Background: an optimization exercise with open tools, aiming at a short achievable clock period and few clock cycles per item. Do not read the settings as production practice. Where RTL was checked, it was by simulation tests only, not by an equivalence proof against the original. No functional check of the RTL was part of run 4. In every run shown here, the design's own scripts or RTL, not TritonCTS, make the clock network. The clock port is modelled as an ideal driver, which makes a skipped or thinned clock tree look cheaper than it is; a real chip needs a root buffer or a tree. Power is estimated from default activity; no workload was simulated.

`config.mk`:
```
export PLATFORM = sky130hd
export DESIGN_NAME = small_set_membership_table
export DESIGN_NICKNAME = small_set_membership_table
export VERILOG_FILES = /design/flow/design.v
export SDC_FILE = /design/flow/constraint.sdc
export NUM_CORES = 4
export LEC_CHECK = 0
export ABC_CLOCK_PERIOD_IN_PS = 1000
export CAP_MARGIN = 20
export CORE_MARGIN = 2
export CORE_UTILIZATION = 65
export PLACE_DENSITY = 0.75
export SETUP_SLACK_MARGIN = 3.8
export SLEW_MARGIN = 20
export PRE_CTS_TCL = /design/flow/flow/cts_hook.tcl
export BT_CLUSTER = 24
export BT_NROOT = 4
```
`constraint.sdc`:
```
create_clock -name core_clock -period 6.0 [get_ports {clk_i}]
set_input_delay 1.2000 -clock core_clock [delete_from_list [all_inputs] [get_ports {clk_i}]]
set_output_delay 1.2000 -clock core_clock [all_outputs]
set_load 0.01 [all_outputs]
```
`design.v`:
```
`default_nettype none
package ssmt_pkg;
  localparam int unsigned OP_W           = 2;
  localparam int unsigned VALUE_W        = 16;
  localparam int unsigned COUNT_W        = 7;
  localparam int unsigned DEF_CAPACITY   = 64;
  localparam int unsigned DEF_ELEM_WIDTH = 16;
  typedef enum logic [OP_W-1:0] {
    OP_INSERT = 2'd0,
    OP_DELETE = 2'd1,
    OP_QUERY  = 2'd2,
    OP_CLEAR  = 2'd3
  } ssmt_op_e;
  typedef struct packed {
    logic ins_en;
    logic del_en;
  } ssmt_ctl_t;
endpackage
`default_nettype wire
`default_nettype none
module ssmt_cell #(
  parameter int unsigned ELEM_WIDTH = ssmt_pkg::DEF_ELEM_WIDTH,
  parameter bit          INV        = 1'b0
) (
  input  wire logic                   clk_i,
  input  wire logic                   we_i,
  input  wire logic [ELEM_WIDTH-1:0]  wdata_i,
  input  wire logic [ELEM_WIDTH-1:0]  elem_i,
  output logic                        match_o
);
  logic [ELEM_WIDTH-1:0] entry_q;
  if (INV) begin : g_inv
    assign match_o = entry_q == ~elem_i;
  end else begin : g_true
    assign match_o = entry_q == elem_i;
  end
  always_ff @(posedge clk_i) begin
    if (we_i) begin
      entry_q <= wdata_i;
    end
  end
endmodule
`default_nettype wire
`default_nettype none
module ssmt_member #(
  parameter int unsigned N = 1
) (
  input  wire logic [N-1:0] grp_i,     
  input  wire logic         clr_i,     
  input  wire logic         delok_i,   
  input  wire logic         pend_i,    
  input  wire logic         eqp_i,     
  output logic              member_o
);
  assign member_o = ((|grp_i) && !clr_i && !(delok_i && eqp_i)) || (pend_i && eqp_i);
endmodule
module ssmt_pick #(
  parameter int unsigned W = 1
) (
  input  wire logic         sel_i,
  input  wire logic [W-1:0] one_i,     
  input  wire logic [W-1:0] zero_i,    
  output logic      [W-1:0] y_o
);
  assign y_o = sel_i ? one_i : zero_i;
endmodule
`default_nettype wire
`default_nettype none
module small_set_membership_table #(
  parameter int unsigned CAPACITY   = ssmt_pkg::DEF_CAPACITY,
  parameter int unsigned ELEM_WIDTH = ssmt_pkg::DEF_ELEM_WIDTH
) (
  input  wire logic                          clk_i,
  input  wire logic                          rst_ni,
  input  wire logic                          start_i,
  output logic                               busy_o,
  input  wire logic [ssmt_pkg::OP_W-1:0]     op_i,
  input  wire logic [ssmt_pkg::VALUE_W-1:0]  value_i,
  output logic                               valid_o,
  output logic                               was_member_o,
  output logic [ssmt_pkg::COUNT_W-1:0]       count_o,
  output logic                               empty_res_o,
  output logic                               full_res_o,
  output logic                               rejected_o
);
  localparam int unsigned CNT_W = $clog2(CAPACITY + 1);
  localparam int unsigned NGRP  = 4;
  localparam int unsigned GRP   = (CAPACITY + 2 + 2 * NGRP + 1 + NGRP - 1) / NGRP;
  localparam int unsigned PHYS  = NGRP * GRP;
  localparam int unsigned OR_W  = 4;                       
  localparam int unsigned NOR   = (PHYS + OR_W - 1) / OR_W;
  localparam int unsigned NCOPY = 4;                       
  assign busy_o = 1'b0;
  logic                          a_vld_q;
  logic [ssmt_pkg::OP_W-1:0]     a_op_q;
  logic [ELEM_WIDTH-1:0]         a_v_q;        
  logic [NCOPY-1:0][ELEM_WIDTH-1:0] a_vc_q;
  always_ff @(posedge clk_i or negedge rst_ni) begin
    if (!rst_ni) begin
      a_vld_q <= 1'b0;
    end else begin
      a_vld_q <= start_i;
    end
  end
  always_ff @(posedge clk_i) begin
    a_op_q    <= op_i;
    a_v_q     <= ELEM_WIDTH'(value_i);
    a_vc_q[0] <= ELEM_WIDTH'(value_i);
    a_vc_q[1] <= ~(ELEM_WIDTH'(value_i));
    if (start_i) begin
      a_vc_q[2] <= ELEM_WIDTH'(value_i);
      a_vc_q[3] <= ~(ELEM_WIDTH'(value_i));
    end
  end
  logic a_ins, a_del, a_clr;
  assign a_ins = a_vld_q && a_op_q == ssmt_pkg::OP_INSERT;
  assign a_del = a_vld_q && a_op_q == ssmt_pkg::OP_DELETE;
  assign a_clr = a_vld_q && a_op_q == ssmt_pkg::OP_CLEAR;
  logic [PHYS-1:0]  valid_q, valid_d;
  logic [PHYS-1:0]  pslot_q;          
  logic             pend_q;           
  logic [PHYS-1:0]  fs_q, fs_d;       
  logic [PHYS-1:0]  we_q;             
  logic [PHYS-1:0]  live;             
  assign live = valid_q | (pslot_q & {PHYS{pend_q}});
  logic [PHYS-1:0]       match;
  logic [ELEM_WIDTH-1:0] b_v_q;
  logic [ELEM_WIDTH-1:0] b_vn_q;     
  for (genvar i = 0; i < PHYS; i++) begin : g_cell
    localparam int unsigned C = i * NCOPY / PHYS;
    ssmt_cell #(
      .ELEM_WIDTH(ELEM_WIDTH),
      .INV       (C % 2 == 1)
    ) u_cell (
      .clk_i  (clk_i),
      .we_i   (we_q[i]),
      .wdata_i(b_v_q),
      .elem_i (a_vc_q[C]),
      .match_o(match[i])
    );
  end
  logic                          b_vld_q;
  logic                          b_ins, b_del, b_clr;
  logic [PHYS-1:0]               b_m_q;     
  logic [NOR-1:0]                b_g_q;     
  logic                          b_eqp_q;   
  logic                          delok_q;   
  logic                          clr_q;     
  logic [PHYS-1:0]               hit;
  assign hit = match & live;
  always_ff @(posedge clk_i or negedge rst_ni) begin
    if (!rst_ni) begin
      b_vld_q <= 1'b0;
      b_ins   <= 1'b0;
      b_del   <= 1'b0;
      b_clr   <= 1'b0;
    end else begin
      b_vld_q <= a_vld_q;
      b_ins   <= a_ins;
      b_del   <= a_del;
      b_clr   <= a_clr;
    end
  end
  always_ff @(posedge clk_i) begin
    b_v_q   <= a_v_q;
    b_vn_q  <= ~a_v_q;
    b_m_q   <= hit;
    b_eqp_q <= a_v_q == ~b_vn_q;
  end
  for (genvar j = 0; j < NOR; j++) begin : g_or
    localparam int unsigned LO = j * OR_W;
    localparam int unsigned HI = (LO + OR_W < PHYS) ? LO + OR_W : PHYS;
    always_ff @(posedge clk_i) begin
      b_g_q[j] <= |hit[HI-1:LO];
    end
  end
  logic [CNT_W-1:0] count_q, count_d;
  logic             full_q, full_d;
  logic             empty_d;
  logic             member;
  logic             ins_ok, del_ok;
  ssmt_member #(
    .N(NOR)
  ) u_member (
    .grp_i   (b_g_q),
    .clr_i   (clr_q),
    .delok_i (delok_q),
    .pend_i  (pend_q),
    .eqp_i   (b_eqp_q),
    .member_o(member)
  );
  always_comb begin
    if (b_clr) begin
      valid_d = '0;
    end else begin
      valid_d = live & ~({PHYS{b_del}} & (b_m_q | (pslot_q & {PHYS{pend_q && b_eqp_q}})));
    end
  end
  logic [PHYS-1:0] freev;
  logic [NGRP-1:0] short_q, short_d;
  logic [NGRP-1:0] gsel_q, gsel_d;
  assign freev = ~(valid_q | pslot_q | fs_q);
  for (genvar g = 0; g < NGRP; g++) begin : g_grp
    logic [GRP-1:0] f;
    logic [GRP:0]   one, two, three;
    assign f        = freev[g*GRP +: GRP];
    assign one[0]   = 1'b0;
    assign two[0]   = 1'b0;
    assign three[0] = 1'b0;
    for (genvar j = 0; j < GRP; j++) begin : g_slot
      assign fs_d[g*GRP+j] = gsel_q[g] && f[j] && !one[j];
      assign one[j+1]      = one[j] || f[j];
      assign two[j+1]      = two[j] || (one[j] && f[j]);
      assign three[j+1]    = three[j] || (two[j] && f[j]);
    end
    assign short_d[g] = !three[GRP];
    if (g == 0) begin : g_first
      assign gsel_d[g] = !short_q[g];
    end else begin : g_rest
      assign gsel_d[g] = !short_q[g] && (&short_q[g-1:0]);
    end
  end
  logic [CNT_W-1:0] cnt_mem, cnt_non;
  logic             at_one, at_top;    
  logic             at_zero;           
  assign at_one  = count_q == CNT_W'(1);
  assign at_top  = count_q == CNT_W'(CAPACITY - 1);
  assign at_zero = count_q == '0;
  always_comb begin
    if (b_clr) begin
      cnt_mem = '0;
      cnt_non = '0;
    end else begin
      cnt_mem = b_del ? count_q - CNT_W'(1) : count_q;
      cnt_non = (b_ins && !full_q) ? count_q + CNT_W'(1) : count_q;
    end
  end
  logic rej_d;
  ssmt_pick #(
    .W(CNT_W + 5)
  ) u_pick (
    .sel_i (member),
    .one_i ({cnt_mem, !b_clr && !b_del && full_q, b_clr || (b_del && at_one),
             1'b0, b_del, 1'b0}),
    .zero_i({cnt_non, !b_clr && (full_q || (b_ins && at_top)), b_clr || (at_zero && !b_ins),
             b_ins && !full_q, 1'b0, b_ins && full_q}),
    .y_o   ({count_d, full_d, empty_d, ins_ok, del_ok, rej_d})
  );
  always_ff @(posedge clk_i or negedge rst_ni) begin
    if (!rst_ni) begin
      valid_q <= '0;
      pslot_q <= '0;
      pend_q  <= 1'b0;
      delok_q <= 1'b0;
      clr_q   <= 1'b0;
      fs_q    <= '0;
      short_q <= '0;
      gsel_q  <= NGRP'(1);
      count_q <= '0;
      full_q  <= 1'b0;
    end else begin
      valid_q <= valid_d;
      pslot_q <= fs_q;
      pend_q  <= ins_ok;
      delok_q <= del_ok;
      clr_q   <= b_clr;
      fs_q    <= fs_d;
      short_q <= short_d;
      gsel_q  <= gsel_d;
      count_q <= count_d;
      full_q  <= full_d;
    end
  end
  always_ff @(posedge clk_i) begin
    we_q <= fs_d & {PHYS{a_ins}};
  end
  logic                          valid_q_r;
  logic                          was_q, empty_q, full_r_q, rej_q;
  logic [ssmt_pkg::COUNT_W-1:0]  cnt_res_q;
  always_ff @(posedge clk_i or negedge rst_ni) begin
    if (!rst_ni) begin
      valid_q_r <= 1'b0;
    end else begin
      valid_q_r <= b_vld_q;
    end
  end
  always_ff @(posedge clk_i) begin
    was_q     <= member;
    cnt_res_q <= ssmt_pkg::COUNT_W'(count_d);
    empty_q   <= empty_d;
    full_r_q  <= full_d;
    rej_q     <= rej_d;
  end
  assign valid_o      = valid_q_r;
  assign was_member_o = was_q;
  assign count_o      = cnt_res_q;
  assign empty_res_o  = empty_q;
  assign full_res_o   = full_r_q;
  assign rejected_o   = rej_q;
endmodule
`default_nettype wire
```
`flow/run.sh`:
```
#!/bin/bash
# The standard layout, with the clock tree built by flow/clock_tree.tcl in
# place of TritonCTS (hooked in through ORFS's PRE_CTS_TCL).
set -euo pipefail
W=$(pwd)
{
  echo "export PRE_CTS_TCL = $W/flow/cts_hook.tcl"
  echo "export BT_CLUSTER = 24"
  echo "export BT_NROOT = 4"
} >> config.mk
bash standard.sh finish > "$W/standard_flow.log" 2>&1
```
`flow/clock_tree.tcl`:
```
# Build a two-level clock tree by hand: the clock port drives NROOT root
# buffers, each drives a group of leaf buffers, each leaf buffer drives a
# cluster of about CLUSTER flip-flop clock pins that lie close together.
proc bt_env {name default} {
  if {[info exists ::env($name)] && $::env($name) ne ""} { return $::env($name) }
  return $default
}

# Split items ({x y payload}) into k groups of near-equal size that are
# compact: sort into s vertical strips by x, then each strip by y into chunks.
proc bt_split {items k} {
  set n [llength $items]
  if {$k <= 1 || $n <= 1} { return [list $items] }
  set s [expr {max(1, int(round(sqrt($k))))}]
  set byx [lsort -real -index 0 $items]
  set groups {}
  set start 0
  set kleft $k
  for {set i 0} {$i < $s} {incr i} {
    # groups in this strip
    set kstrip [expr {int(round(double($kleft) / ($s - $i)))}]
    if {$kstrip < 1} { set kstrip 1 }
    set nstrip [expr {int(round(double($n - $start) * $kstrip / $kleft))}]
    set strip [lrange $byx $start [expr {$start + $nstrip - 1}]]
    set start [expr {$start + $nstrip}]
    set kleft [expr {$kleft - $kstrip}]
    set byy [lsort -real -index 1 $strip]
    set m [llength $byy]
    set b 0
    for {set j 0} {$j < $kstrip} {incr j} {
      set e [expr {int(round(double($m) * ($j + 1) / $kstrip))}]
      set g [lrange $byy $b [expr {$e - 1}]]
      if {[llength $g]} { lappend groups $g }
      set b $e
    }
  }
  return $groups
}

proc bt_centroid {g} {
  set sx 0.0; set sy 0.0
  foreach it $g { set sx [expr {$sx + [lindex $it 0]}]; set sy [expr {$sy + [lindex $it 1]}] }
  return [list [expr {$sx / [llength $g]}] [expr {$sy / [llength $g]}]]
}

proc bt_place {inst x y} {
  set m [$inst getMaster]
  set block [ord::get_db_block]
  set core [$block getCoreArea]
  set w [$m getWidth]; set h [$m getHeight]
  set px [expr {int($x - $w / 2)}]
  set py [expr {int($y - $h / 2)}]
  set px [expr {max([$core xMin], min([$core xMax] - $w, $px))}]
  set py [expr {max([$core yMin], min([$core yMax] - $h, $py))}]
  $inst setLocation $px $py
  $inst setPlacementStatus PLACED
}

proc build_clock_tree {args} {
  set block [ord::get_db_block]
  set db [ord::get_db]
  set cluster [bt_env BT_CLUSTER 32]
  set nroot [bt_env BT_NROOT 4]
  set leafm [$db findMaster [bt_env BT_LEAF sky130_fd_sc_hd__clkbuf_16]]
  set rootm [$db findMaster [bt_env BT_ROOT sky130_fd_sc_hd__clkbuf_16]]
  set clk [$block findNet [bt_env BT_CLK clk_i]]
  set sinks {}
  foreach it [$clk getITerms] {
    set inst [$it getInst]
    set bb [$inst getBBox]
    lappend sinks [list [expr {([$bb xMin] + [$bb xMax]) / 2.0}] [expr {([$bb yMin] + [$bb yMax]) / 2.0}] $it]
  }
  set n [llength $sinks]
  set k [expr {max(1, int(ceil(double($n) / $cluster)))}]
  puts "build_clock_tree: $n sinks, $k leaf buffers, $nroot root buffers"
  set leaves {}
  set i 0
  foreach g [bt_split $sinks $k] {
    set c [bt_centroid $g]
    set inst [odb::dbInst_create $block $leafm "clkbuf_leaf_$i\_clk"]
    set net [odb::dbNet_create $block "clknet_leaf_$i\_clk"]
    $net setSigType CLOCK
    bt_place $inst [lindex $c 0] [lindex $c 1]
    [$inst findITerm X] connect $net
    foreach s $g {
      set it [lindex $s 2]
      $it disconnect
      $it connect $net
    }
    lappend leaves [list [lindex $c 0] [lindex $c 1] $inst]
    incr i
  }
  set j 0
  foreach g [bt_split $leaves $nroot] {
    set c [bt_centroid $g]
    set inst [odb::dbInst_create $block $rootm "clkbuf_root_$j\_clk"]
    set net [odb::dbNet_create $block "clknet_root_$j\_clk"]
    $net setSigType CLOCK
    bt_place $inst [lindex $c 0] [lindex $c 1]
    [$inst findITerm X] connect $net
    [$inst findITerm A] connect $clk
    foreach l $g { [[lindex $l 2] findITerm A] connect $net }
    incr j
  }
}
```
`flow/cts_hook.tcl`:
```
# PRE_CTS hook: replace TritonCTS with the two-level tree of clock_tree.tcl.
# The rest of the CTS step (legalisation, timing repair) runs as usual.
source [file join [file dirname [info script]] clock_tree.tcl]
rename clock_tree_synthesis tritoncts_clock_tree_synthesis
proc clock_tree_synthesis {args} {
  build_clock_tree
}
```
`standard.sh`:
```
#!/bin/bash
# synth_recipe.tcl (not shown) runs the flow's synth.tcl, then flattens the netlist and writes it again
# the make line also repeats each setting of config.mk as NAME=value (left out here)
make -C /OpenROAD-flow-scripts/flow DESIGN_CONFIG=/design/flow/config.mk WORK_HOME=/design/flow/orfs CLKGATE_MAP_FILE= SYNTH_SCRIPT=/design/flow/synth_recipe.tcl "${@:-finish}"
```
==> flow_summary.json, run 1 <==
{
  "outcome": "no timing/DRC/antenna violations",
  "rrSetupSlack_ns": 3.63,
  "ant_nets": 0,
  "multiInputGateArea_um2": 19700,
  "cp.required_ns": 6.37,
  "worstReg2RegEnd": "count_q[3]$_DFF_PN0_",
  "seq_power_share": 0.651,
  "end_kind": "register",
  "rsz0062_at_grt": "yes",
  "criticalPathCategory": "reg2reg",
  "p_leak_nw": 25.6,
  "yosysTopAreaCellShare": 0.545,
  "worstReg2RegStart": "b_g_q[9]$_DFF_P_",
  "critical_path_arrival_ns": 2.74,
  "die_x_um": 329,
  "setup_viol_count_final": 0,
  "synth_edf_count": 1248,
  "cap_violations": 0,
  "num_rows": 119,
  "whs_endpoint": "pslot_q[72]$_DFF_PN0_",
  "power.density_nw_per_um2": 277,
  "hold_violations": 0,
  "placedInstanceArea_um2": 70600,
  "max_slew_margin": 0.225,
  "synth_cells": 4585,
  "routed_wl_um": 173000,
  "gp_congestion": 0.869,
  "drc_errors": 0,
  "peakVddDrop_mv": 0.305,
  "p_int_w": 0.0159,
  "grt.total_usage": 0.316,
  "grt_max_degree": 73,
  "stdcell_count": 6025,
  "dr.pass1.iters": 5,
  "grt_pass1_wl_um": 250000,
  "grt_overflow_total": 0,
  "num_vias": 38900,
  "p_sw_w": 0.00464,
  "fin_tns_setup_ns": 0,
  "post-place-ws_ns": 2.96,
  "setup_slack_ns": 3.63,
  "clock_skew_ns": 0.0181,
  "crit_slowest_cell": "nor4_4",
  "coreArea_um2": 105000,
  "critPathLaunchType": "register",
  "comb_power_share": 0.074,
  "synth_seq_cells": 1750,
  "vias_per_cell": 6.46,
  "holdCritStartpoint": "fs_q[72]$_DFF_PN0_",
  "synthFlopType": "edfxtp_1",
  "antenna_found_initial": 5,
  "pwr-share-clk": 0.276,
  "drt_iter0_drc": 4552,
  "start_util": 0.655,
  "port_buffers": 32,
  "cp_cell_sequence": "nor4_4 -> nand4_1 -> o41ai_4 -> nand2_2 -> and3b_1 -> a41oi_1 -> xor2_1 -> nor2_1",
  "die_y_um": 329,
  "area_delta_synth_final_pct": 7.66,
  "synth_top_area_cell": "edfxtp_1",
  "grt_pass1_vias": 37300,
  "drive_gt1_frac": 0.0941,
  "worstPathMaxFanout": 5,
  "synth_area_leaders": "edfxtp_1 54%, dfrtp_1 9.2%, xor2_1 8.0%, xnor2_1 7.8%, dfxtp_1 7.2%",
  "hold_buffers": 0,
  "clk_pin_slew_ns": 0.09,
  "clk_latency_ns": 0.54,
  "maxSlewViolCount": 0,
  "dp_cells": 5886,
  "worst_pin_slew_ns": 1.16,
  "synthDistinctLibCells": 73,
  "design_area_um2": 74100,
  "avgSynthCellArea_um2": 15.0,
  "final_net_count": 4660,
  "hold_depth": 0,
  "wl_per_cell_um": 28.7,
  "fmax_ghz": 0.422,
  "ys_seq_area_frac": 0.709,
  "rr_worst_depth": 8,
  "yosysWarningCount": 3,
  "cpPeakStageDelay_ns": 0.40,
  "hold_class": "reg2reg",
  "fp.dieArea_um2": 108000,
  "place_hpwl_um": 92200,
  "final.fill_count": 6995,
  "pin_count": 34,
  "netlist_area_um2": 68800,
  "p_sw_frac": 0.227,
  "fin_crit_ns": 2.37,
  "ff_latch_area_um2": 48900,
  "finalCritPeriodShare": 0.395,
  "async_flop_share": 0.145
}
routing by layer:
metal / GRT usage / vias to the layer above / part of all wire
met5: 0 / - / 0
met4: 0.0693 / 0 / 0.026
met2: 0.512 / 1858 / 0.48
met3: 0.0328 / 277 / 0.088
met1: 0.470 / 20100 / 0.41
li1: - / 16700 / -
cells in the mapped netlist (all sizes together), types with 3 or more instances:
cell type / instances
edfxtp: 1248
xor2: 629
xnor2: 609
nor4: 293
nor3: 287
dfrtp: 252
dfxtp: 249
buf: 140
a21oi: 114
nor2: 96
nand4: 91
a211oi: 80
a21o: 78
nand2: 68
or3: 65
clkbuf: 63
inv: 42
o21ai: 36
nand3: 25
or4: 19
maj3: 12
and3: 9
a31oi: 8
and2: 7
o22ai: 7
a22oi: 5
nand2b: 5
o31ai: 5
ha: 4
a41oi: 3
o211ai: 3
o32ai: 3
per-stage QoR:
stage / hold slack, ns / util / total power [W]
4_1_cts: 0.354 / 0.696 / 0.0194
3_3_place_gp: 0.350 / 0.672 / 0.0149
3_5_place_dp: 0.357 / 0.672 / 0.0150
5_1_grt: 0.390 / 0.705 / 0.0210
6_report: 0.373 / 0.705 / 0.0205
2_1_floorplan: 0.329 / - / 0.0143
layout by cell type (no fill, tap or decap), types with 63 or more instances in the layout:
master        n
buf_4        97
dfxtp_1     206
xor2_1      629
clkbuf_16    77
nor3_1      240
nor4_1      275
xnor2_1     609
dfrtp_1     247
edfxtp_1   1248
a211oi_1     78
nor2_1       89
a21oi_1     102
nand2_1      63
a21o_1       78
nand4_1      88
registers in the layout (all words and copies together), names as in the netlist, 2 cells and up:
name / cells
a_vc_q: 49
b_m_q: 76
valid_q: 76
count_q: 7
we_q: 76
b_vn_q: 16
fs_q: 76
g_cell.u_cell.entry_q: 1216
gsel_q: 4
b_g_q: 19
a_op_q: 2
a_v_q: 15
short_q: 4
cnt_res_q: 7
pslot_q: 76
b_v_q: 16
worst max-delay path: cells and delay by family, from the launching register on:
family / cells / cell delay (ns)
XOR/XNOR: 1 / 0.17
flip-flops: 1 / 0.34
AND/OR/NAND/NOR: 5 / 1.12
AO/OA/AOI/OAI: 2 / 0.60
logic make-up after synthesis:
group | after synthesis | share of synthesized area
other cells | 1 | 0.0000545
simple gates | 976 | 0.0807
compound gates | 358 | 0.0341
fa+ha+maj | 16 | 0.00262
buf+inv | 246 | 0.0159
flops | 1750 | 0.709
xor+xnor | 1238 | 0.158
power groups by stage:
stage	clock (W)	combinational, W	sequential [W]
6_report	0.00565	0.00151	0.0133
2_1_floorplan	0	0.000863	0.0135
3_3_place_gp	0	0.00136	0.0136
5_1_grt	0.00606	0.00160	0.0134
3_5_place_dp	0	0.00138	0.0136
4_1_cts	0.00437	0.00141	0.0136
what timing repair did:
item | in CTS | in global routing
gates resized for setup | 105 | 192
cloned | 3 | 0
buffers inserted | 16 | 42
endpoints found under the setup margin | 336 | 68
pin swaps | 23 | 52
worst max path at each step:
| stage | start | to | slack, ns | depth (start not counted) |
|---|---|---|---|---|
| 2_1_floorplan | pslot_q[35]$_DFF_PN0_ | short_q[1]$_DFF_PN0_ | 3.91 | 8 |
| 3_3_place_gp | b_g_q[8]$_DFF_P_ | count_q[3]$_DFF_PN0_ | 2.95 | 8 |
| 3_5_place_dp | b_g_q[8]$_DFF_P_ | count_q[3]$_DFF_PN0_ | 2.96 | 8 |
| 4_1_cts | b_g_q[9]$_DFF_P_ | count_q[3]$_DFF_PN0_ | 3.73 | 8 |
| 5_1_grt | b_g_q[9]$_DFF_P_ | count_q[3]$_DFF_PN0_ | 3.56 | 8 |
| 6_report | b_g_q[9]$_DFF_P_ | count_q[3]$_DFF_PN0_ | 3.63 | 8 |
layout make-up:
cell class              instances  share of cell area
inverters                      43             0.00223
multi-input cells            2591               0.266
well taps                    1391              0.0235
repair buffers                172              0.0217
diodes                          1           0.0000338
plain buffers                  77              0.0260
flip-flops and latches       1750               0.660
Testbench counts, summed over its fixed seeds: cycles 32,024, items 32,000.
==> inputs of run 2 (changes only) <==
--- a/config.mk
+++ b/config.mk
@@ -12,4 +12,5 @@
 export PLACE_DENSITY = 0.75
-export SETUP_SLACK_MARGIN = 3.8
+export SETUP_SLACK_MARGIN = 4.3
 export SLEW_MARGIN = 20
+export SYNTH_HIERARCHICAL = 1
 export PRE_CTS_TCL = /design/flow/flow/cts_hook.tcl
==> flow_summary.json, run 2 <==
{
  "outcome": "no timing/DRC/antenna violations",
  "synth_seq_cells": 1750,
  "power.total_w": 0.0211,
  "design_area_um2": 81500,
  "finalCritPeriodShare": 0.394,
  "fmax_ghz": 0.423,
  "fin_crit_ns": 2.36,
  "rrSetupSlack_ns": 3.67,
  "synth_area_leaders": "edfxtp_1 54%, dfrtp_1 9.2%, xor2_1 8.0%, xnor2_1 7.8%, dfxtp_1 7.2%",
  "hold_violations": 0,
  "grt_pass1_vias": 39500,
  "peakVddDrop_mv": 0.264,
  "regMostFlops": "g_cell.u_cell.entry_q",
  "rsz0062_at_grt": "yes",
  "wl_per_cell_um": 32.0,
  "largest_reg_flops": 1216,
  "ant_nets": 0,
  "worstPathMaxFanout": 1,
  "yosysTopAreaCellShare": 0.544,
  "ys_seq_area_frac": 0.708,
  "post-place-ws_ns": 3.03,
  "cp_cell_sequence": "buf_6",
  "crit_slowest_cell": "dfrtp_2",
  "mostFrequentLayoutCells": "1248 x edfxtp_1, 620 x xor2_1, 558 x xnor2_1, 321 x nand4_1, 245 x dfrtp_1",
  "placedInstanceArea_um2": 71400,
  "clk_latency_ns": 0.56,
  "port_buffers": 32,
  "final_common_cell": "edfxtp_1",
  "grt.total_usage": 0.347,
  "die_y_um": 330,
  "cpLargestDelayFamily": "flip-flops",
  "num_vias": 41800,
  "synth.top_cells.by_count": "1248 x edfxtp_1, 629 x xor2_1, 613 x xnor2_1",
  "grt_overflow_total": 0,
  "fp.dieArea_um2": 109000,
  "setup_viol_count_final": 0,
  "start_util": 0.654,
  "vias_per_cell": 6.61,
  "whs_endpoint": "valid_q_r$_DFF_PN0_",
  "hold_class": "reg2reg",
  "synth_edf_count": 1248,
  "synth_top_area_cell": "edfxtp_1",
  "cp.required_ns": 4.80,
  "netlist_area_um2": 68900,
  "maxSlewViolCount": 0,
  "async_flop_share": 0.145,
  "drc_errors": 0,
  "die_x_um": 330,
  "antenna_found_initial": 12,
  "grt_pass1_wl_um": 270000,
  "synthFlopType": "edfxtp_1",
  "setup_slack_ns": 3.64,
  "coreArea_um2": 105000,
  "end_kind": "output pin",
  "grt_max_degree": 58,
  "yosysWarningCount": 9,
  "fin_tns_setup_ns": 0,
  "clk_pin_slew_ns": 0.10,
  "hold_buffers": 0,
  "cpPeakStageDelay_ns": 0.48,
  "drive_gt1_frac": 0.218,
  "critPathLaunchType": "register",
  "crit_buf_inv": 1,
  "rr_worst_depth": 7,
  "synth_cells": 4470,
  "p_leak_nw": 28.8,
  "gp_congestion": 0.886,
  "area_delta_synth_final_pct": 18.3,
  "power.density_nw_per_um2": 259,
  "dr.pass1.iters": 8,
  "avgSynthCellArea_um2": 15.4,
  "hold_depth": 0,
  "synthDistinctLibCells": 68,
  "criticalPathCategory": "reg2out",
  "final_net_count": 4955,
  "holdCritStartpoint": "b_vld_q$_DFF_PN0_",
  "critical_path_arrival_ns": 1.16,
  "final.fill_count": 5813,
  "cap_violations": 0,
  "worstReg2RegEnd": "short_q[1]$_DFF_PN0_",
  "place_hpwl_um": 89000,
  "worstReg2RegStart": "pslot_q[20]$_DFF_PN0_",
  "pin_count": 34,
  "synth.most_common_cell": "edfxtp_1",
  "clock_skew_ns": 0.0451,
  "drt_iter0_drc": 5760,
  "routed_wl_um": 202000,
  "worst_pin_slew_ns": 1.03,
  "num_rows": 119,
  "max_slew_margin": 0.308
}
## run 2: cell count changes in the layout (fill, tap and decap cells not counted), moves of 49 or more
cell / change
nor4_1: -265
nand4_1: +233
nor3_1: -173
buf_12: +106
buf_4: +85
nor4_4: +54
xnor2_1: -51
xnor2_2: +49
## run 2: repair_timing
item / in CTS / in global routing
endpoints found under the setup margin: 1382 / 327
resized for setup: 551 / 346
pin swaps: 128 / 215
cloned: 27 / 29
buffers inserted: 213 / 93
## run 2: kinds of logic (layout without fill, tap and decap cells)
group	count (synthesis)	count (layout)	synth area share
flops	1750	1750	0.708
xor+xnor	1242	1242	0.158
simple gates	981	991	0.0881
compound gates	349	350	0.0339
buf+inv	118	562	0.00668
fa+ha+maj	17	17	0.00263
mux	12	12	0.00251
other cells	1	11	0.0000544
## run 2: worst max path at each step
| stage | from | end | slack (ns) | cells past startpoint |
|---|---|---|---|---|
| 2_1_floorplan | pslot_q[21]$_DFF_PN0_ | short_q[1]$_DFF_PN0_ | 3.76 | 8 |
| 3_3_place_gp | pend_q$_DFF_PN0_ | valid_q[32]$_DFF_PN0_ | 3.10 | 4 |
| 3_5_place_dp | pend_q$_DFF_PN0_ | valid_q[49]$_DFF_PN0_ | 3.03 | 4 |
| 4_1_cts | pslot_q[20]$_DFF_PN0_ | short_q[1]$_DFF_PN0_ | 3.58 | 7 |
| 5_1_grt | pslot_q[22]$_DFF_PN0_ | short_q[1]$_DFF_PN0_ | 3.58 | 7 |
| 6_report | valid_q_r$_DFF_PN0_ | valid_o | 3.64 | 1 |
## run 2: layout make-up
| cell class | count | area, µm² | area share |
|---|---|---|---|
| inverter | 46 | 173 | 0.00212 |
| tap | 1391 | 1740 | 0.0214 |
| buffer | 77 | 1930 | 0.0236 |
| antenna | 7 | 17.5 | 0.000215 |
| multi-input combinational | 2616 | 22600 | 0.278 |
| timing repair buffer | 439 | 6000 | 0.0737 |
| sequential | 1750 | 49000 | 0.601 |
## run 2: per-layer routing
layer | global-route usage | vias up | part of all wire
met2 | 0.553 | 2734 | 0.46
li1 | - | 17300 | -
met4 | 0.126 | 2 | 0.058
met3 | 0.0615 | 674 | 0.11
met1 | 0.487 | 21100 | 0.37
met5 | 0 | - | 0.000064
## run 2: power by group
part | leakage, nW | switching (W) | internal [W]
clock | 0.949 | 0.00346 | 0.00227
combinational | 11.1 | 0.00123 | 0.000844
sequential | 16.8 | 0.000236 | 0.0131
## run 2: stage by stage
stage | hold slack [ns] | cells | util
after floorplan | 0.331 | 4473 | -
after global routing | 0.377 | 6319 | 0.774
final | 0.370 | 6326 | 0.774
after CTS | 0.348 | 6197 | 0.745
after detailed placement | 0.348 | 5880 | 0.679
after global placement | 0.335 | 5880 | 0.679
==> inputs of run 3 (changes only) <==
--- a/config.mk
+++ b/config.mk
@@ -12,3 +12,3 @@
 export PLACE_DENSITY = 0.75
-export SETUP_SLACK_MARGIN = 4.3
+export SETUP_SLACK_MARGIN = 3.8
 export SLEW_MARGIN = 20
==> flow_summary.json, run 3 <==
{
  "outcome": "no timing/DRC/antenna violations",
  "final_common_cell": "edfxtp_1",
  "synth.most_common_cell": "edfxtp_1",
  "async_flop_share": 0.145,
  "final.fill_count": 6887,
  "setup_viol_count_final": 0,
  "fin_crit_ns": 2.39,
  "grt_pass1_wl_um": 243000,
  "hold_ws_ns": 0.373,
  "netlist_area_um2": 68900,
  "crit_slowest_cell": "dfrtp_2",
  "dr.pass1.iters": 5,
  "rrSetupSlack_ns": 3.62,
  "dp_cells": 5908,
  "design_area_um2": 74100,
  "cpPeakStageDelay_ns": 0.47,
  "port_buffers": 32,
  "die_x_um": 330,
  "gp_congestion": 0.911,
  "synth_seq_cells": 1750,
  "peakVddDrop_mv": 0.277,
  "coreArea_um2": 105000,
  "synth_edf_count": 1248,
  "num_rows": 119,
  "drc_errors": 0,
  "hold_class": "reg2reg",
  "yosysWarningCount": 9,
  "hold_violations": 0,
  "regMostFlops": "g_cell.u_cell.entry_q",
  "grt_pass1_vias": 37000,
  "fmax_ghz": 0.419,
  "synthDistinctLibCells": 68,
  "routed_wl_um": 167000,
  "fin_tns_setup_ns": 0,
  "die_y_um": 330,
  "worst_pin_slew_ns": 1.03,
  "place_hpwl_um": 90700,
  "finalCritPeriodShare": 0.398,
  "maxSlewViolCount": 0,
  "num_vias": 38100,
  "cp.required_ns": 4.80,
  "pin_count": 34,
  "stdcell_count": 6020,
  "cp_cell_sequence": "dlymetal6s2s_1",
  "clk_latency_ns": 0.53,
  "mostFrequentLayoutCells": "1248 x edfxtp_1, 629 x xor2_1, 613 x xnor2_1, 321 x nand4_1, 247 x dfrtp_1",
  "yosysTopAreaCellShare": 0.544,
  "multiInputGateArea_um2": 20100,
  "final_net_count": 4653,
  "avgSynthCellArea_um2": 15.4,
  "drt_iter0_drc": 4631,
  "start_util": 0.654,
  "synth_area_leaders": "edfxtp_1 54%, dfrtp_1 9.2%, xor2_1 8.0%, xnor2_1 7.8%, dfxtp_1 7.2%",
  "ys_seq_area_frac": 0.708,
  "synthFlopType": "edfxtp_1",
  "synth_top_area_cell": "edfxtp_1",
  "worstPathMaxFanout": 1,
  "critical_path_arrival_ns": 1.19,
  "synth_cells": 4470,
  "area_delta_synth_final_pct": 7.50,
  "ant_nets": 0,
  "cap_violations": 0,
  "wl_per_cell_um": 27.8,
  "fp.dieArea_um2": 109000,
  "largest_reg_flops": 1216,
  "synth.top_cells.by_count": "1248 x edfxtp_1, 629 x xor2_1, 613 x xnor2_1",
  "grt_overflow_total": 0,
  "max_slew_margin": 0.313,
  "placedInstanceArea_um2": 71400,
  "rsz0062_at_grt": "yes",
  "grt_max_degree": 90,
  "p_leak_nw": 25.3,
  "grt.total_usage": 0.308,
  "antenna_found_initial": 9,
  "cpLargestDelayFamily": "flip-flops",
  "criticalPathCategory": "reg2out",
  "crit_buf_inv": 1,
  "end_kind": "output pin",
  "drive_gt1_frac": 0.0895,
  "clock_skew_ns": 0.0125,
  "clk_pin_slew_ns": 0.09,
  "critPathLaunchType": "register",
  "power.density_nw_per_um2": 275,
  "vias_per_cell": 6.33,
  "ff_latch_area_um2": 48900
}
==> run 3: final timing paths <==
path / endpoint / startpoint / cells past startpoint
hold / removal: pslot_q[72]$_DFF_PN0_ / fs_q[72]$_DFF_PN0_ / 0
setup reg to reg: short_q[1]$_DFF_PN0_ / valid_q[19]$_DFF_PN0_ / 7
min in group asynchronous: valid_q[11]$_DFF_PN0_ / rst_ni / 1
setup / recovery: valid_o / valid_q_r$_DFF_PN0_ / 1
hold reg to reg: pslot_q[72]$_DFF_PN0_ / fs_q[72]$_DFF_PN0_ / 0
max in group asynchronous: pend_q$_DFF_PN0_ / rst_ni / 2
==> run 3: metrics by stage <==
step                      power [W]  utilization  setup WS (ns)
after floorplan              0.0143            -           3.76
after global placement       0.0149        0.679           3.50
after detailed placement     0.0150        0.679           3.40
after CTS                    0.0194        0.700           3.60
after global routing         0.0209        0.703           3.56
final                        0.0204        0.704           3.61
==> run 3: kinds of logic after synthesis <==
kind of cell	after synthesis	share of synthesized area
AO/OA/AOI/OAI	349	0.0339
XOR/XNOR	1242	0.158
adder cells (fa/ha/maj)	17	0.00263
buffers and inverters	118	0.00668
flip-flops	1750	0.708
multiplexers	12	0.00251
other	1	0.0000544
AND/OR/NAND/NOR	981	0.0881
==> run 3: repair_timing <==
item / CTS / global route
resized for setup: 43 / 113
gates cloned: 1 / 0
setup buffers: 17 / 14
hold buffers: 0 / 0
setup endpoints to repair: 287 / 82
pin swaps: 13 / 16
==> run 3: power breakdown <==
group          internal [W]  switching [W]  leakage, nW  total (W)
logic              0.000494       0.000986         7.54    0.00148
registers            0.0131       0.000219         16.8     0.0133
clock network       0.00227        0.00337        0.949    0.00564
==> run 3: cell type report <==
class / instances / area share
Multi-Input combinational cell: 2605 / 0.271
Inverter: 46 / 0.00238
Antenna cell: 3 / 0.000101
Buffer: 77 / 0.0260
Tap cell: 1391 / 0.0235
Timing Repair Buffer: 148 / 0.0170
Sequential cell: 1750 / 0.660
==> run 3: metal layers <==
metal / GRT usage / up-vias / part of all wire
met2: 0.494 / 1542 / 0.47
met4: 0.0677 / 8 / 0.026
met3: 0.0377 / 276 / 0.085
met1: 0.459 / 19600 / 0.42
li1: - / 16700 / -
met5: 0 / - / 0.00027
==> inputs of run 4 (changes only) <==
--- a/design.v
+++ b/design.v
@@ -68,2 +68,46 @@
 `default_nettype none
+module ssmt_ffz #(
+  parameter int unsigned W   = 4,
+  parameter int unsigned SUB = 4
+) (
+  input  wire logic         sel_i,
+  input  wire logic [W-1:0] free_i,
+  output logic      [W-1:0] first_o
+);
+  localparam int unsigned NS = W / SUB;
+  logic [NS-1:0] any;
+  logic [NS-1:0] lead;    
+  for (genvar s = 0; s < NS; s++) begin : g_sub
+    assign any[s] = |free_i[s*SUB +: SUB];
+    if (s == 0) begin : g_s0
+      assign lead[s] = sel_i && any[s];
+    end else begin : g_sn
+      assign lead[s] = sel_i && any[s] && !(|any[s-1:0]);
+    end
+    for (genvar j = 0; j < SUB; j++) begin : g_slot
+      if (j == 0) begin : g_j0
+        assign first_o[s*SUB+j] = lead[s] && free_i[s*SUB+j];
+      end else begin : g_jn
+        assign first_o[s*SUB+j] = lead[s] && free_i[s*SUB+j] && !(|free_i[s*SUB +: j]);
+      end
+    end
+  end
+endmodule
+module ssmt_atleast4 #(
+  parameter int unsigned NS = 1
+) (
+  input  wire logic [NS-1:0][3:0] th_i,
+  output logic                    ok_o
+);
+  logic [$clog2(4*NS+1)-1:0] sum;
+  always_comb begin
+    sum = '0;
+    for (int s = 0; s < NS; s++) begin
+      sum = sum + th_i[s][0] + th_i[s][1] + th_i[s][2] + th_i[s][3];
+    end
+  end
+  assign ok_o = sum >= 4;
+endmodule
+`default_nettype wire
+`default_nettype none
 module small_set_membership_table #(
@@ -87,4 +131,6 @@
   localparam int unsigned NGRP  = 4;
-  localparam int unsigned GRP   = (CAPACITY + 2 + 2 * NGRP + 1 + NGRP - 1) / NGRP;
+  localparam int unsigned SUB   = 4;                       
+  localparam int unsigned GRP   = ((CAPACITY + 2 + 3 * NGRP + 1 + NGRP * SUB - 1) / (NGRP * SUB)) * SUB;
   localparam int unsigned PHYS  = NGRP * GRP;
+  localparam int unsigned NSUB  = PHYS / SUB;
   localparam int unsigned OR_W  = 4;                       
@@ -198,10 +244,11 @@
   end
-  logic [PHYS-1:0] freev;
-  logic [NGRP-1:0] short_q, short_d;
-  logic [NGRP-1:0] gsel_q, gsel_d;
+  logic [PHYS-1:0]           freev;
+  logic [NSUB-1:0][3:0]      lack_q, lack_d;    
+  logic [NGRP-1:0]           short_q, short_d;
+  logic [NGRP-1:0]           gsel_q, gsel_d;
   assign freev = ~(valid_q | pslot_q | fs_q);
-  for (genvar g = 0; g < NGRP; g++) begin : g_grp
-    logic [GRP-1:0] f;
-    logic [GRP:0]   one, two, three;
-    assign f        = freev[g*GRP +: GRP];
+  for (genvar s = 0; s < NSUB; s++) begin : g_cnt
+    logic [SUB-1:0] f;
+    logic [SUB:0]   one, two, three, four;
+    assign f        = freev[s*SUB +: SUB];
     assign one[0]   = 1'b0;
@@ -209,9 +256,28 @@
     assign three[0] = 1'b0;
-    for (genvar j = 0; j < GRP; j++) begin : g_slot
-      assign fs_d[g*GRP+j] = gsel_q[g] && f[j] && !one[j];
-      assign one[j+1]      = one[j] || f[j];
-      assign two[j+1]      = two[j] || (one[j] && f[j]);
-      assign three[j+1]    = three[j] || (two[j] && f[j]);
+    assign four[0]  = 1'b0;
+    for (genvar j = 0; j < SUB; j++) begin : g_slot
+      assign one[j+1]   = one[j] || f[j];
+      assign two[j+1]   = two[j] || (one[j] && f[j]);
+      assign three[j+1] = three[j] || (two[j] && f[j]);
+      assign four[j+1]  = four[j] || (three[j] && f[j]);
     end
-    assign short_d[g] = !three[GRP];
+    assign lack_d[s] = ~{four[SUB], three[SUB], two[SUB], one[SUB]};
+  end
+  for (genvar g = 0; g < NGRP; g++) begin : g_grp
+    logic ok;
+    ssmt_atleast4 #(
+      .NS(GRP / SUB)
+    ) u_atleast4 (
+      .th_i(~lack_q[g*(GRP/SUB) +: GRP/SUB]),
+      .ok_o(ok)
+    );
+    assign short_d[g] = !ok;
+    ssmt_ffz #(
+      .W  (GRP),
+      .SUB(SUB)
+    ) u_ffz (
+      .sel_i  (gsel_q[g]),
+      .free_i (freev[g*GRP +: GRP]),
+      .first_o(fs_d[g*GRP +: GRP])
+    );
     if (g == 0) begin : g_first
@@ -256,2 +322,3 @@
       fs_q    <= '0;
+      lack_q  <= '0;
       short_q <= '0;
@@ -267,2 +334,3 @@
       fs_q    <= fs_d;
+      lack_q  <= lack_d;
       short_q <= short_d;
==> flow_summary.json, run 4 <==
{
  "worstReg2RegStart": "lack_q[60]$_DFF_PN0_",
  "criticalPathCategory": "reg2reg",
  "clock_skew_ns": 0.0187,
  "synth_cells": 4910,
  "ant_nets": 0,
  "ys_seq_area_frac": 0.697,
  "routed_wl_um": 184000,
  "hold_depth": 0,
  "cap_violations": 0,
  "place_hpwl_um": 97000,
  "synth.most_common_cell": "edfxtp_1",
  "area_delta_synth_final_pct": 7.16,
  "synth.top_cells.by_count": "1312 x edfxtp_1, 659 x xor2_1, 642 x xnor2_1",
  "start_util": 0.656,
  "num_vias": 40900,
  "final.fill_count": 7762,
  "worstPathMaxFanout": 2,
  "antenna_found_initial": 7,
  "hold_class": "reg2reg",
  "synth_top_area_cell": "edfxtp_1",
  "grt_overflow_total": 0,
  "synth_seq_cells": 1915,
  "async_flop_share": 0.180,
  "grt_pass1_wl_um": 266000,
  "gp_congestion": 0.789,
  "holdCritStartpoint": "b_vld_q$_DFF_PN0_",
  "post-place-ws_ns": 1.89,
  "setup_viol_count_final": 0,
  "pin_count": 34,
  "grt_pass1_vias": 40200,
  "avgSynthCellArea_um2": 15.5,
  "rrSetupSlack_ns": 1.89,
  "wl_per_cell_um": 27.8,
  "p_leak_nw": 29.4,
  "drc_errors": 0,
  "synthDistinctLibCells": 57,
  "yosysTopAreaCellShare": 0.516,
  "coreArea_um2": 116000,
  "regMostFlops": "g_cell.u_cell.entry_q",
  "drt_iter0_drc": 4421,
  "rr_worst_depth": 15,
  "end_kind": "register",
  "maxSlewViolCount": 0,
  "stdcell_count": 6617,
  "synth_edf_count": 1312,
  "startpoint": "lack_q[60]$_DFF_PN0_",
  "clk_latency_ns": 0.56,
  "final_net_count": 5202,
  "mostFrequentLayoutCells": "1312 x edfxtp_1, 659 x xor2_1, 642 x xnor2_1, 341 x dfrtp_1, 324 x nand4_1",
  "outcome": "no timing/DRC/antenna violations",
  "synthFlopType": "edfxtp_1",
  "peakVddDrop_mv": 0.288,
  "netlist_area_um2": 76300,
  "cp.required_ns": 6.49,
  "critical_path_arrival_ns": 4.61,
  "grt_max_degree": 99,
  "worst_pin_slew_ns": 1.17,
  "drive_gt1_frac": 0.0866,
  "die_x_um": 347,
  "dp_cells": 6514,
  "critPathLaunchType": "register",
  "placedInstanceArea_um2": 79200,
  "fin_tns_setup_ns": 0,
  "grt.total_usage": 0.304,
  "yosysWarningCount": 10,
  "fin_crit_ns": 4.11,
  "num_rows": 125,
  "fmax_ghz": 0.243,
  "synth_area_leaders": "edfxtp_1 52%, dfrtp_1 11%, xor2_1 7.6%, xnor2_1 7.4%, dfxtp_1 6.8%",
  "finalCritPeriodShare": 0.686,
  "design_area_um2": 81800,
  "hold_buffers": 0,
  "rsz0062_at_grt": "yes",
  "die_y_um": 347,
  "setup_slack_ns": 1.89,
  "fp.dieArea_um2": 120000,
  "dr.pass1.iters": 5,
  "max_slew_margin": 0.218,
  "power.density_nw_per_um2": 274,
  "hold_violations": 0,
  "final_common_cell": "edfxtp_1",
  "port_buffers": 32,
  "largest_reg_flops": 1280,
  "hold_ws_ns": 0.368,
  "clk_pin_slew_ns": 0.09,
  "vias_per_cell": 6.18
}
==> run 4: cell types whose count changed after synthesis, moves of 28 or more <==
cell	before	now
and2_1	8	101
dfrtp_1	252	344
edfxtp_1	1248	1312
fa_1	0	56
ha_1	4	32
inv_1	44	270
nand2_1	76	15
nor2_1	107	60
nor3_1	129	93
nor4_1	47	7
or3_1	73	23
xnor2_1	613	642
xor2_1	629	659
==> run 4: path summary, 6_finish.rpt <==
check	end
worst max-delay path	short_q[3]$_DFF_PN0_
worst min-delay path	valid_q_r$_DFF_PN0_
worst max register to register	short_q[3]$_DFF_PN0_
worst min register to register	valid_q_r$_DFF_PN0_
max in group asynchronous	valid_q[54]$_DFF_PN0_
min in group asynchronous	valid_q[73]$_DFF_PN0_
==> run 4: per-stage QoR <==
stage / util / total power [W]
finish: 0.703 / 0.0224
floorplan: - / 0.0157
detailed placement: 0.681 / 0.0165
global route: 0.703 / 0.0230
CTS: 0.701 / 0.0212
global placement: 0.681 / 0.0164
==> run 4: kinds of logic (layout without fill, tap and decap cells) <==
group	after synthesis	after routing	synth area share
AOI/OAI and AO/OA	306	306	0.0267
other	1	6	0.0000491
adders and majority gates	108	108	0.0226
xor gates and xnor gates	1301	1301	0.149
buffers and inverters	322	498	0.0161
DFF	1915	1915	0.697
muxes	17	17	0.00318
and+or+nand+nor	940	942	0.0851
==> run 4: layer usage <==
layer	routed length, µm	part of all wire	track usage
met2	88000	0.48	0.495
met1	73700	0.40	0.434
met5	0	0	0
met4	5400	0.029	0.0735
met3	16800	0.091	0.0494
==> run 4: repair_timing <==
action,in CTS,in global routing
buffers inserted,7,8
gates cloned,2,0
pin swaps,10,17
setup endpoints to repair,431,59
resized for setup,48,83
==> run 4: power by group <==
group          switching [W]  total [W]  internal, W
Sequential          0.000253     0.0145       0.0142
Clock                0.00369    0.00616      0.00247
Combinational        0.00110    0.00171     0.000612
==> run 4: critical path: stages (launching register included) <==
cell and delay, ns:
dfrtp_1 0.37, inv_1 0.05, inv_1 0.05, fa_1 0.56
fa_1 0.45, fa_1 0.49, fa_1 0.52, fa_1 0.42
inv_1 0.07, ha_2 0.18, inv_1 0.06, fa_2 0.35
a211oi_2 0.20, mux2_4 0.17, nand3_2 0.06, inv_1 0.05
==> run 4: area by class of cell <==
| cell class | count | area, µm² | area share |
|---|---|---|---|
| repair buffers | 144 | 1370 | 0.0168 |
| well taps | 1524 | 1910 | 0.0233 |
| diodes | 2 | 5.00 | 0.0000612 |
| plain buffers | 84 | 2100 | 0.0257 |
| multi-input cells | 2678 | 22100 | 0.270 |
| flip-flops and latches | 1915 | 53300 | 0.652 |
| inverters | 270 | 1010 | 0.0124 |
==> inputs of run 5 (changes only) <==
--- a/design.v
+++ b/design.v
@@ -101,10 +101,30 @@
 );
-  logic [$clog2(4*NS+1)-1:0] sum;
-  always_comb begin
-    sum = '0;
-    for (int s = 0; s < NS; s++) begin
-      sum = sum + th_i[s][0] + th_i[s][1] + th_i[s][2] + th_i[s][3];
+  localparam int unsigned LV = (NS > 1) ? $clog2(NS) : 1;
+  localparam int unsigned NP = 1 << LV;
+  logic [LV:0][NP-1:0][4:1] node;
+  for (genvar n = 0; n < NP; n++) begin : g_leaf
+    if (n < NS) begin : g_in
+      assign node[0][n] = th_i[n];
+    end else begin : g_pad
+      assign node[0][n] = '0;
+    end
+  end
+  for (genvar l = 0; l < LV; l++) begin : g_lv
+    for (genvar n = 0; n < (NP >> (l + 1)); n++) begin : g_node
+      logic [4:0] a, b;
+      assign a = {node[l][2*n], 1'b1};
+      assign b = {node[l][2*n+1], 1'b1};
+      for (genvar k = 1; k <= 4; k++) begin : g_k
+        logic [k:0] t;
+        for (genvar i = 0; i <= k; i++) begin : g_i
+          assign t[i] = a[i] && b[k-i];
+        end
+        assign node[l+1][n][k] = |t;
+      end
+    end
+    for (genvar n = (NP >> (l + 1)); n < NP; n++) begin : g_unused
+      assign node[l+1][n] = '0;
     end
   end
-  assign ok_o = sum >= 4;
+  assign ok_o = node[LV][0][4];
 endmodule
@@ -317,3 +337,2 @@
       valid_q <= '0;
-      pslot_q <= '0;
       pend_q  <= 1'b0;
@@ -321,4 +340,2 @@
       clr_q   <= 1'b0;
-      fs_q    <= '0;
-      lack_q  <= '0;
       short_q <= '0;
@@ -329,3 +346,2 @@
       valid_q <= valid_d;
-      pslot_q <= fs_q;
       pend_q  <= ins_ok;
@@ -333,4 +349,2 @@
       clr_q   <= b_clr;
-      fs_q    <= fs_d;
-      lack_q  <= lack_d;
       short_q <= short_d;
@@ -342,3 +356,6 @@
   always_ff @(posedge clk_i) begin
-    we_q <= fs_d & {PHYS{a_ins}};
+    pslot_q <= fs_q;
+    fs_q    <= fs_d;
+    lack_q  <= lack_d;
+    we_q    <= fs_d & {PHYS{a_ins}};
   end
--- a/flow/run.sh
+++ b/flow/run.sh
@@ -1,3 +1,4 @@
 #!/bin/bash
-# The standard layout, with the clock tree built by flow/clock_tree.tcl in
+# The standard layout, with the output registers moved next to their port
+# buffers (flow/place_tweak.tcl) and the clock tree built by flow/clock_tree.tcl in
 # place of TritonCTS (hooked in through ORFS's PRE_CTS_TCL).
==> flow/cts_hook.tcl (replaced) <==
# PRE_CTS hook: move the output registers next to their port buffers, then
# replace TritonCTS with the two-level tree of clock_tree.tcl. The rest of the
# CTS step (legalisation, timing repair) runs as usual.
source [file join [file dirname [info script]] place_tweak.tcl]
source [file join [file dirname [info script]] clock_tree.tcl]
rename clock_tree_synthesis tritoncts_clock_tree_synthesis
proc clock_tree_synthesis {args} {
  pull_output_registers
  build_clock_tree
}
==> flow/place_tweak.tcl (new file) <==
# Move each register that drives an output port's buffer next to that
# buffer, so the register's output wire is short; legalisation follows.
proc pull_output_registers {} {
  set block [ord::get_db_block]
  set n 0
  foreach bt [$block getBTerms] {
    if {[$bt getIoType] ne "OUTPUT"} { continue }
    set net [$bt getNet]
    if {$net eq "NULL"} { continue }
    set buf ""
    foreach it [$net getITerms] {
      if {[$it isOutputSignal]} { set buf [$it getInst] }
    }
    if {$buf eq ""} { continue }
    set src ""
    foreach it [$buf getITerms] {
      if {[$it isInputSignal]} {
        set n2 [$it getNet]
        if {$n2 eq "NULL"} { continue }
        foreach it2 [$n2 getITerms] {
          if {[$it2 isOutputSignal]} { set src [$it2 getInst] }
        }
      }
    }
    if {$src eq ""} { continue }
    if {![[$src getMaster] isSequential]} { continue }
    set loc [$buf getLocation]
    $src setLocation [lindex $loc 0] [lindex $loc 1]
    $src setPlacementStatus PLACED
    incr n
  }
  puts "pull_output_registers: moved $n registers"
}
==> flow_summary.json, run 5 <==
{
  "placedInstanceArea_um2": 76300,
  "p_leak_nw": 26.2,
  "end_kind": "output pin",
  "grt_max_degree": 82,
  "hold_class": "reg2reg",
  "regMostFlops": "g_cell.u_cell.entry_q",
  "worst_pin_slew_ns": 1.16,
  "cp.required_ns": 4.80,
  "peakVddDrop_mv": 0.363,
  "holdCritStartpoint": "fs_q[45]$_DFF_P_",
  "mostFrequentLayoutCells": "1312 x edfxtp_1, 659 x xor2_1, 642 x xnor2_1, 445 x dfxtp_1, 324 x nand4_1",
  "drt_iter0_drc": 4394,
  "design_area_um2": 78700,
  "synth_area_leaders": "edfxtp_1 53%, dfxtp_1 14%, xor2_1 7.8%, xnor2_1 7.6%, dfrtp_1 3.5%",
  "clock_skew_ns": 0.0127,
  "die_y_um": 341,
  "fin_tns_setup_ns": 0,
  "yosysWarningCount": 9,
  "rrSetupSlack_ns": 3.82,
  "power.total_w": 0.0221,
  "rsz0062_at_grt": "yes",
  "outcome": "no timing/DRC/antenna violations",
  "grt_pass1_wl_um": 251000,
  "drc_errors": 0,
  "async_flop_share": 0.0548,
  "crit_buf_inv": 1,
  "die_x_um": 341,
  "synth_top_area_cell": "edfxtp_1",
  "port_buffers": 32,
  "pin_count": 34,
  "setup_viol_count_final": 0,
  "maxSlewViolCount": 0,
  "ff_latch_area_um2": 52200,
  "cp_cell_sequence": "clkbuf_2",
  "clk_pin_slew_ns": 0.09,
  "synth.most_common_cell": "edfxtp_1",
  "power.density_nw_per_um2": 280,
  "drive_gt1_frac": 0.0814,
  "synthDistinctLibCells": 58,
  "synth_cells": 4782,
  "cpLargestDelayFamily": "flip-flops",
  "routed_wl_um": 173000,
  "dp_cells": 6343,
  "vias_per_cell": 6.18,
  "crit_slowest_cell": "dfrtp_1",
  "grt.total_usage": 0.294,
  "max_slew_margin": 0.226,
  "final.fill_count": 7531,
  "dr.pass1.iters": 8,
  "yosysTopAreaCellShare": 0.535,
  "antenna_found_initial": 4,
  "worstReg2RegStart": "a_vc_q[15]$_DFF_P_",
  "gp_congestion": 0.829,
  "cp.depth": 1,
  "start_util": 0.655,
  "synth_edf_count": 1312,
  "ant_nets": 0,
  "grt_overflow_total": 0,
  "netlist_area_um2": 73600,
  "cpPeakStageDelay_ns": 0.38,
  "hold_violations": 0,
  "criticalPathCategory": "reg2out",
  "final_common_cell": "edfxtp_1",
  "whs_endpoint": "pslot_q[45]$_DFF_P_",
  "ys_seq_area_frac": 0.706,
  "final_net_count": 4963,
  "worstPathMaxFanout": 1,
  "critPathLaunchType": "register",
  "multiInputGateArea_um2": 21000,
  "rr_worst_depth": 6,
  "worstReg2RegEnd": "b_g_q[2]$_DFF_P_",
  "fin_crit_ns": 2.26,
  "synth_seq_cells": 1915,
  "area_delta_synth_final_pct": 6.88,
  "finalCritPeriodShare": 0.377,
  "wl_per_cell_um": 26.9,
  "num_vias": 39800,
  "avgSynthCellArea_um2": 15.4,
  "num_rows": 123,
  "clk_latency_ns": 0.56,
  "coreArea_um2": 112000,
  "hold_depth": 0,
  "critical_path_arrival_ns": 1.06,
  "fmax_ghz": 0.442,
  "place_hpwl_um": 93000,
  "largest_reg_flops": 1280,
  "grt_pass1_vias": 38400,
  "fp.dieArea_um2": 116000,
  "synth.top_cells.by_count": "1312 x edfxtp_1, 659 x xor2_1, 642 x xnor2_1",
  "synthFlopType": "edfxtp_1",
  "cap_violations": 0,
  "stdcell_count": 6437
}
[run 5: worst max path at each step]
stage                              startpoint               endpoint  slack, ns
final                     valid_q_r$_DFF_PN0_                valid_o       3.74
after detailed placement     pend_q$_DFF_PN0_  valid_q[13]$_DFF_PN0_       2.85
after floorplan              a_v_q[5]$_DFF_P_       b_g_q[0]$_DFF_P_       3.99
after global routing         full_r_q$_DFF_P_             full_res_o       3.71
after CTS                    pend_q$_DFF_PN0_  valid_q[51]$_DFF_PN0_       3.80
after global placement       pend_q$_DFF_PN0_  valid_q[52]$_DFF_PN0_       2.90
[run 5: repair_timing]
action,in CTS,in global routing
gates resized for setup,42,62
endpoints found under the setup margin,217,111
gates cloned,0,0
setup buffers,6,3
hold buffers,0,0
pin swaps,0,0
[run 5: through the flow]
stage           util  hold WS (ns)  setup slack (ns)
2_1_floorplan      -         0.331              3.99
6_report       0.700         0.353              3.74
3_5_place_dp   0.679         0.336              2.85
5_1_grt        0.700         0.353              3.71
3_3_place_gp   0.679         0.333              2.90
4_1_cts        0.699         0.336              3.80
[run 5: power breakdown]
group / internal (W) / leakage, nW / total (W) / switching (W)
Sequential: 0.0142 / 17.3 / 0.0145 / 0.000293
Clock: 0.00247 / 1.04 / 0.00614 / 0.00367
Combinational: 0.000507 / 7.82 / 0.00141 / 0.000907
[run 5: kinds of logic (layout without fill, tap and decap cells)]
group                      Yosys count  after routing  share of synthesized area
adders and majority gates           24             24                    0.00340
other                                1              5                  0.0000509
buffers and inverters              186            337                    0.00974
xor gates and xnor gates          1301           1301                      0.155
and+or+nand+nor                    980            980                     0.0905
AOI/OAI and AO/OA                  362            362                     0.0331
muxes                               13             13                    0.00248
DFF                               1915           1915                      0.706
[run 5: final cells by class]
class,count,share of cell area
diodes,1,0.0000318
plain buffers,84,0.0267
inverters,134,0.00639
multi-input cells,2684,0.267
flip-flops and latches,1915,0.663
well taps,1500,0.0238
repair buffers,119,0.0135
[run 5: metal layers]
metal  vias up  track usage  routed length, µm
met4         0       0.0642               4640
met1     20300        0.422              71400
met5         -            0                  0
met3       256       0.0327              13400
li1      17700            -                  -
met2      1515        0.492              83700
Testbench counts of run 5, summed over its fixed seeds: cycles 32,024, items 32,000.
==> inputs of run 6 (changes only) <==
--- a/config.mk
+++ b/config.mk
@@ -12,3 +12,3 @@
 export PLACE_DENSITY = 0.75
-export SETUP_SLACK_MARGIN = 3.8
+export SETUP_SLACK_MARGIN = 4.3
 export SLEW_MARGIN = 20
==> flow_summary.json, run 6 <==
{
  "outcome": "no timing/DRC/antenna violations",
  "grt_overflow_total": 0,
  "place_hpwl_um": 94000,
  "coreArea_um2": 112000,
  "synth_seq_cells": 1915,
  "grt_max_degree": 69,
  "netlist_area_um2": 73600,
  "grt_pass1_wl_um": 286000,
  "fmax_ghz": 0.441,
  "dr.pass1.iters": 6,
  "fin_crit_ns": 2.27,
  "avgSynthCellArea_um2": 15.4,
  "clock_skew_ns": 0.0240,
  "wl_met2_um": 99300,
  "grt.total_usage": 0.342,
  "synth_top_area_cell": "edfxtp_1",
  "synth.top_cells.by_count": "1312 x edfxtp_1, 659 x xor2_1, 642 x xnor2_1",
  "hold_class": "reg2reg",
  "die_y_um": 341,
  "crit_slowest_cell": "dfrtp_1",
  "synth_area_leaders": "edfxtp_1 53%, dfxtp_1 14%, xor2_1 7.8%, xnor2_1 7.6%, dfrtp_1 3.5%",
  "hold_buffers": 0,
  "critical_path_arrival_ns": 1.07,
  "pin_count": 34,
  "cp.depth": 1,
  "drt_iter0_drc": 5972,
  "fin_tns_setup_ns": 0,
  "num_rows": 123,
  "hold_depth": 0,
  "clk_pin_slew_ns": 0.09,
  "rr_worst_depth": 8,
  "cp_cell_sequence": "buf_2",
  "clk_latency_ns": 0.58,
  "synthFlopType": "edfxtp_1",
  "end_kind": "output pin",
  "die_x_um": 341,
  "p_leak_nw": 30.5,
  "ant_nets": 0,
  "routed_wl_um": 217000,
  "setup_slack_ns": 3.73,
  "hold_ws_ns": 0.353,
  "synth_cells": 4782,
  "final_common_cell": "edfxtp_1",
  "setup_viol_count_final": 0,
  "wl_per_cell_um": 32.0,
  "maxSlewViolCount": 0,
  "max_slew_margin": 0.401,
  "mostFrequentLayoutCells": "1312 x edfxtp_1, 624 x xor2_1, 575 x xnor2_1, 419 x dfxtp_1, 324 x nand4_1",
  "cpLargestDelayFamily": "flip-flops",
  "port_buffers": 32,
  "power.total_w": 0.0230,
  "gp_congestion": 0.806,
  "criticalPathCategory": "reg2out",
  "synth_edf_count": 1312,
  "async_flop_share": 0.0548,
  "cap_violations": 0,
  "synthDistinctLibCells": 58,
  "drc_errors": 0,
  "final.fill_count": 6025,
  "top_layer_used": "met5",
  "power.density_nw_per_um2": 264,
  "start_util": 0.655,
  "final_net_count": 5312,
  "rrSetupSlack_ns": 3.91,
  "worstPathMaxFanout": 1,
  "critPathLaunchType": "register",
  "yosysTopAreaCellShare": 0.535,
  "post-place-ws_ns": 3.22,
  "area_delta_synth_final_pct": 18.3,
  "synth.most_common_cell": "edfxtp_1",
  "wirelength_met1_um": 79800,
  "fp.dieArea_um2": 116000,
  "grt_pass1_vias": 41700,
  "hold_violations": 0,
  "antenna_found_initial": 8,
  "ys_seq_area_frac": 0.706,
  "worst_pin_slew_ns": 0.897,
  "vias_per_cell": 6.51,
  "drive_gt1_frac": 0.215,
  "finalCritPeriodShare": 0.378,
  "placedInstanceArea_um2": 76200,
  "peakVddDrop_mv": 0.377,
  "cp.required_ns": 4.80,
  "num_vias": 44200,
  "regMostFlops": "g_cell.u_cell.entry_q",
  "design_area_um2": 87200,
  "wl_met3_um": 26200,
  "crit_buf_inv": 1,
  "cpPeakStageDelay_ns": 0.37,
  "rsz0062_at_grt": "yes",
  "yosysWarningCount": 9,
  "largest_reg_flops": 1280
}
run 6: changes by cell type in the layout (fill, tap and decap cells not counted), moves of 35 or more:
cell / before / now
nor4_2: 87 / 46
xor2_1: 659 / 624
nor4_4: 3 / 48
buf_16: 2 / 49
buf_12: 3 / 97
xnor2_2: 0 / 58
xor2_2: 0 / 35
buf_6: 12 / 66
nor2b_4: 0 / 43
buf_4: 78 / 182
nor3_4: 0 / 39
xnor2_1: 642 / 575
nor2b_1: 80 / 17
nor3_1: 96 / 31
run 6: final timing paths:
check / endpoint / from
max reg2reg: b_g_q[19]$_DFF_P_ / a_vc_q[58]$_DFFE_PP_
min: pslot_q[63]$_DFF_P_ / fs_q[63]$_DFF_P_
max in group asynchronous: gsel_q[0]$_DFF_PN1_ / rst_ni
max: valid_o / valid_q_r$_DFF_PN0_
min reg2reg: pslot_q[63]$_DFF_P_ / fs_q[63]$_DFF_P_
min in group asynchronous: b_del$_DFF_PN0_ / rst_ni
run 6: final cells by class:
type | instances | area [µm²] | share of cell area
multi-input combinational | 2687 | 24000 | 0.275
buffer | 84 | 2100 | 0.0241
tap | 1500 | 1880 | 0.0215
sequential | 1915 | 52200 | 0.599
timing repair buffer | 465 | 6460 | 0.0741
inverter | 134 | 503 | 0.00577
antenna | 3 | 7.51 | 0.0000861
run 6: metal layers:
| layer | GRT usage | vias up |
|---|---|---|
| li1 | - | 18400 |
| met1 | 0.487 | 22400 |
| met2 | 0.545 | 2837 |
| met3 | 0.0575 | 581 |
| met4 | 0.110 | 2 |
| met5 | 0 | - |
run 6: cell families after synthesis:
group,synth area share
buffers and inverters,0.00974
adders and majority gates,0.00340
muxes,0.00248
xor gates and xnor gates,0.155
other,0.0000509
AOI/OAI and AO/OA,0.0331
DFF,0.706
and+or+nand+nor,0.0905
run 6: report_power, final:
group	switching, W	internal (W)
clock network	0.00384	0.00247
logic	0.00131	0.000911
registers	0.000243	0.0142
run 6: per-stage QoR:
| stage | utilization | cells |
|---|---|---|
| floorplan | - | 4785 |
| global placement | 0.678 | 6329 |
| detailed placement | 0.678 | 6329 |
| CTS | 0.740 | 6651 |
| global route | 0.775 | 6785 |
| finish | 0.775 | 6788 |
run 6: repair_timing:
item                        CTS  global route
setup endpoints to repair  1335           433
resized for setup           534           420
pin swaps                   114           244
setup buffers               224           100
gates cloned                 14            34

==> port drivers added, routing unchanged <==
The results above use ideal ports. As a check the final layouts listed here were re-extracted and re-timed, cells and wires unchanged.
Step 1 (the two cells are an assumption about what drives the block):
set clk [get_ports {clk_i}]
set_driving_cell -lib_cell sky130_fd_sc_hd__clkbuf_16 $clk
set_driving_cell -lib_cell sky130_fd_sc_hd__buf_2 [delete_from_list [all_inputs] $clk]
Step 2 times the ports against the registers' clock, not the clock port: input delays grow and output delays shrink by t, the midpoint of the rising clock arrivals with the driver on.
a / b / c = no drivers / after step 1 / after step 2; a / b = the first two.
| run | shift t [ns] | setup slack, ns | hold slack, ns | clock arrival spread, ns |
|---|---|---|---|---|
| run 1 | 0.682 | 3.629 / 3.494 / 3.629 | 0.373 / 0.373 / 0.373 | 0.020 / 0.020 |
| run 2 | 0.704 | 3.637 / 3.476 / 3.668 | 0.370 / 0.370 / 0.370 | 0.051 / 0.051 |
| run 3 | 0.685 | 3.611 / 3.452 / 3.620 | 0.373 / 0.373 / 0.373 | 0.019 / 0.018 |
| run 4 | 0.703 | 1.886 / 1.886 / 1.886 | 0.368 / 0.368 / 0.368 | 0.020 / 0.020 |
| run 5 | 0.714 | 3.739 / 3.575 / 3.744 | 0.353 / 0.353 / 0.353 | 0.017 / 0.017 |
| run 6 | 0.737 | 3.730 / 3.559 / 3.912 | 0.353 / 0.353 / 0.353 | 0.024 / 0.024 |
After both steps every run listed still meets setup and hold.
